Source: an optimization exercise on an open RTL-to-GDS flow (aim: small area). Production flows keep margins and buffers that such runs may drop. In this exercise RTL edits were held to simulation tests only and were not proved equivalent to the original. Power and IR drop assume default switching activity.

==> flow/design.v <==
module mem_spi_flash_responder #(
  parameter int ADDR_BITS    = 8,
  parameter bit QE_INIT      = 1'b0,
  parameter int DUMMY_CYCLES = 8
) (
  input  logic       clk,
  input  logic       rst,
  input  logic       in_cs_n,
  input  logic       in_sclk,
  input  logic [3:0] in_io,
  output logic [3:0] out_io,
  output logic [3:0] out_io_oe,
  output logic       out_qe,
  output logic       out_wel
);
  localparam logic [3:0] C_NONE  = 4'b0000,
                         C_RD1   = 4'b0001,
                         C_RDQ   = 4'b0011,
                         C_SR1   = 4'b0100,
                         C_SR2   = 4'b0110,
                         C_WREN  = 4'b1000,
                         C_CLR   = 4'b1100,
                         C_WRSR  = 4'b1110,
                         C_PROG  = 4'b1101,
                         C_ERASE = 4'b1111;
  logic [2047:0] ring;
  logic [7:0]    t_q;
  logic          sclk_q;
  logic [5:0]    cnt_q;
  logic [3:0]    cmd_q;
  logic [6:0]    sh_q;
  logic [7:0]    x_q;
  logic [7:0]    rbuf_q;
  logic          wel_q, qe_q, wpend_q, er_pend_q, er_act_q;
  logic       mosi, rise, fall, idle, byte_done, adv, hit, cap, er_on;
  logic [7:0] op, s, tap;
  logic       tap7;
  logic       ph32, ph40;
  assign mosi  = in_io[0];
  assign rise  = in_sclk & ~sclk_q;
  assign fall  = ~in_sclk & sclk_q;
  assign idle  = in_cs_n;
  assign op    = {sh_q, mosi};
  assign ph32  = cnt_q[5];
  assign ph40  = cnt_q[5] & cnt_q[3];
  assign byte_done = rise & (cmd_q == C_PROG) & ph32 & (cnt_q[2:0] == 3'd7);
  assign adv = rise & (((cmd_q == C_RD1) & ph32 & (cnt_q[2:0] == 3'd7)) |
                       ((cmd_q == C_RDQ) & ph40 & ~cnt_q[0]));
  logic [8:0] sc;
  always_comb begin
    sc[0] = adv;
    for (int i = 0; i < 8; i++) begin
      s[i]    = x_q[i] ^ t_q[i] ^ sc[i];
      sc[i+1] = (x_q[i] & t_q[i]) | (x_q[i] & sc[i]) | (t_q[i] & sc[i]);
    end
  end
  assign cap = ~cmd_q[3] & cmd_q[0] & (s[2:0] == 3'd0);
  logic [15:0] tsel;
  always_comb begin
    tap  = '0;
    tap7 = 1'b0;
    for (int i = 0; i < 16; i++) begin
      tsel[i] = (s[7:4] == 4'(i));
      tap  = tap | ({8{tsel[i]}} & ring[128*i +: 8]);
      tap7 = tap7 | (tsel[i] & ring[128*i + 64 + 7]);
    end
  end
  assign hit = wpend_q & (s[5:0] == 6'd0);
  assign er_on = er_pend_q | er_act_q;
  always_ff @(posedge clk) begin
    for (int p = 0; p < 256; p++) begin
      if (p % 64 == 1) begin
        for (int b = 0; b < 8; b++)
          ring[8*p+b] <= (ring[8*(p-1)+b] & ~(hit & (s[7:6] == 2'((p-1)/64)) & ~rbuf_q[b])) | er_on;
      end else begin
        ring[8*p +: 8] <= ring[8*((p+255)%256) +: 8];
      end
    end
  end
  always_ff @(posedge clk) begin
    t_q    <= t_q + 8'd1;
    sclk_q <= in_sclk;
    if (adv) sh_q <= {sh_q[5:3], rbuf_q[3:0]};
    else if (rise) sh_q <= {sh_q[5:0], mosi};
    if (fall && cnt_q[5:3] != 3'd0 && !cnt_q[5]) x_q <= {x_q[6:0], mosi};
    else if (adv || hit) x_q <= x_q + 8'd1;
    if (byte_done) rbuf_q <= op;
    else if (cap) begin
      if (s[3]) rbuf_q[7] <= tap7;
      else      rbuf_q    <= tap;
    end
  end
  always_ff @(posedge clk) begin
    if (idle) begin
      cnt_q <= '0;
      cmd_q <= C_NONE;
    end else if (rise) begin
      cnt_q[2:0] <= cnt_q[2:0] + 3'd1;
      if (cnt_q[2:0] == 3'd7 && cnt_q[5:3] != 3'd5) cnt_q[5:3] <= cnt_q[5:3] + 3'd1;
      if (cnt_q == 6'd7) begin
        case (op)
          8'h03:        cmd_q <= C_RD1;
          8'h6B:        cmd_q <= qe_q ? C_RDQ : C_NONE;
          8'h05:        cmd_q <= C_SR1;
          8'h35:        cmd_q <= C_SR2;
          8'h31:        cmd_q <= wel_q ? C_WRSR : C_NONE;
          8'h02:        cmd_q <= wel_q ? C_PROG : C_NONE;
          8'hC7, 8'h60: cmd_q <= wel_q ? C_ERASE : C_NONE;
          8'h04:        cmd_q <= wel_q ? C_CLR : C_NONE;
          8'h06:        cmd_q <= C_WREN;
          default:      cmd_q <= C_NONE;
        endcase
      end
    end
  end
  always_ff @(posedge clk) begin
    if (rst) begin
      wel_q     <= 1'b0;
      qe_q      <= QE_INIT;
      wpend_q   <= 1'b0;
      er_pend_q <= 1'b1;
      er_act_q  <= 1'b0;
    end else begin
      if (in_cs_n) begin
        if (cmd_q[3]) wel_q <= ~cmd_q[2];
      end
      if (rise && cmd_q == C_WRSR && cnt_q == 6'd15) qe_q <= sh_q[0];
      if (byte_done) wpend_q <= 1'b1;
      else if (hit) wpend_q <= 1'b0;
      if (in_cs_n && cmd_q == C_ERASE) er_pend_q <= 1'b1;
      else if (t_q[5:0] == 6'd0) er_pend_q <= 1'b0;
      if (er_pend_q && t_q[5:0] == 6'd0) er_act_q <= 1'b1;
      else if (t_q[5:0] == 6'd63) er_act_q <= 1'b0;
    end
  end
  logic       rd1, rdq, srd, sbit;
  logic [3:0] nib;
  assign rd1  = (cmd_q == C_RD1) & ph32;
  assign rdq  = (cmd_q == C_RDQ) & ph40;
  assign srd  = ~cmd_q[3] & cmd_q[2];
  assign sbit = (cmd_q[1] ? qe_q : wel_q) & (cnt_q[2:0] == 3'd6);
  assign nib  = cnt_q[0] ? sh_q[3:0] : rbuf_q[7:4];
  assign out_io_oe = {rdq, rdq, rd1 | rdq | srd, rdq};
  assign out_io    = {nib[3] & rdq, nib[2] & rdq,
                      (rbuf_q[~cnt_q[2:0]] & rd1) | (nib[1] & rdq) | (sbit & srd),
                      nib[0] & rdq};
  assign out_qe    = qe_q;
  assign out_wel   = wel_q;
endmodule
Settings: LEC_CHECK=0, CAP_MARGIN=20, CORE_MARGIN=2, CORE_UTILIZATION=40, SLEW_MARGIN=20; clock period 8.0 ns.
standard.sh (not shown) runs the stock make flow with config.mk's settings and CLKGATE_MAP_FILE= SYNTH_SCRIPT=/design/flow/synth_recipe.tcl, a recipe that flattens the netlist after the stock synthesis.
==> flow/flow/run.sh <==
#!/bin/bash
# The standard layout, except that:
# - ABC maps the logic with area recovery (flow/abc_area.script in place of ORFS's
#   abc_speed.script, in a copy of ORFS's scripts folder); registers are untouched;
# - the port buffers are made from the smallest buffer cell;
# - clock tree synthesis uses fixed sink clusters of clkbuf_8 and no dummy loads.
set -euo pipefail
rm -rf scripts_area
cp -r "$FLOW_HOME/scripts" scripts_area
cp flow/abc_area.script scripts_area/abc_speed.script
bash standard.sh SCRIPTS_DIR="$PWD/scripts_area" \
  BUFFER_PORTS_ARGS="-buffer_cell sky130_fd_sc_hd__buf_1" \
  CTS_ARGS="-sink_clustering_enable -repair_clock_nets -buf_list sky130_fd_sc_hd__clkbuf_8 -sink_clustering_size 20 -sink_clustering_max_diameter 100 -dont_use_dummy_load" \
  finish > flow_make.log 2>&1
==> flow/flow/abc_area.script <==
&get -n
&st
&dch
&nf -R 1000
&st
&dch
&nf -R 1000
&st
&dch
&nf -R 1000
&put
==> next run, changes <==
--- a/flow/design.v
+++ b/flow/design.v
@@ -46,14 +46,7 @@
   assign byte_done = rise & (cmd_q == C_PROG) & ph32 & (cnt_q[2:0] == 3'd7);
   assign adv = rise & (((cmd_q == C_RD1) & ph32 & (cnt_q[2:0] == 3'd7)) |
                        ((cmd_q == C_RDQ) & ph40 & ~cnt_q[0]));
-  logic [8:0] sc;
-  always_comb begin
-    sc[0] = adv;
-    for (int i = 0; i < 8; i++) begin
-      s[i]    = x_q[i] ^ t_q[i] ^ sc[i];
-      sc[i+1] = (x_q[i] & t_q[i]) | (x_q[i] & sc[i]) | (t_q[i] & sc[i]);
-    end
-  end
+  assign s   = x_q + t_q + {7'd0, adv};
   assign cap = ~cmd_q[3] & cmd_q[0] & (s[2:0] == 3'd0);
   logic [15:0] tsel;
   always_comb begin
After rerunning:
- final area hardly moves
- total power decreases by a few percent
- synthesized cell count increases slightly
- clock-buffer cell count increases by 3
- via count increases slightly
- clock power increases slightly
- core utilization is about the same
- setup slack improved by 0.74 ns
- routed wire length increases slightly
- maximum frequency increases by roughly a tenth
- die area is about the same
- worst hold slack got worse by 0.021 ns
- first-iteration DRC count increases by a little under a tenth

[port drivers added, routing unchanged]
In the flow no input, the clock included, has a driving cell. The finished layouts below were timed again as built, in two steps. Step 1 (the two cells are an assumption about what drives the block):
set clk [get_ports {clk}]
set_driving_cell -lib_cell sky130_fd_sc_hd__clkbuf_16 $clk
set_driving_cell -lib_cell sky130_fd_sc_hd__buf_2 [delete_from_list [all_inputs] $clk]
Step 2, shift: input delay + t, output delay - t, t = (earliest + latest rising clock arrival at the registers) / 2. This alone moves slack from input paths to output paths. Three values: ideal, step 1, step 2; two values: the first two.
| run | t (ns) | slack for setup (ns) | worst setup path after step 2 | worst slew at a driven data input, ns |
|---|---|---|---|---|
| the first run | 0.816 | 1.435 / 1.425 / 0.609 | input to register | 0.10 |
| the second run | 0.786 | 2.171 / 2.212 / 1.426 | input to register | 0.24 |
After both steps setup and hold are still met in every run listed. The setup slack of the first run, which loses most, moves by -0.010 ns with the drivers and by -0.826 ns with both steps.
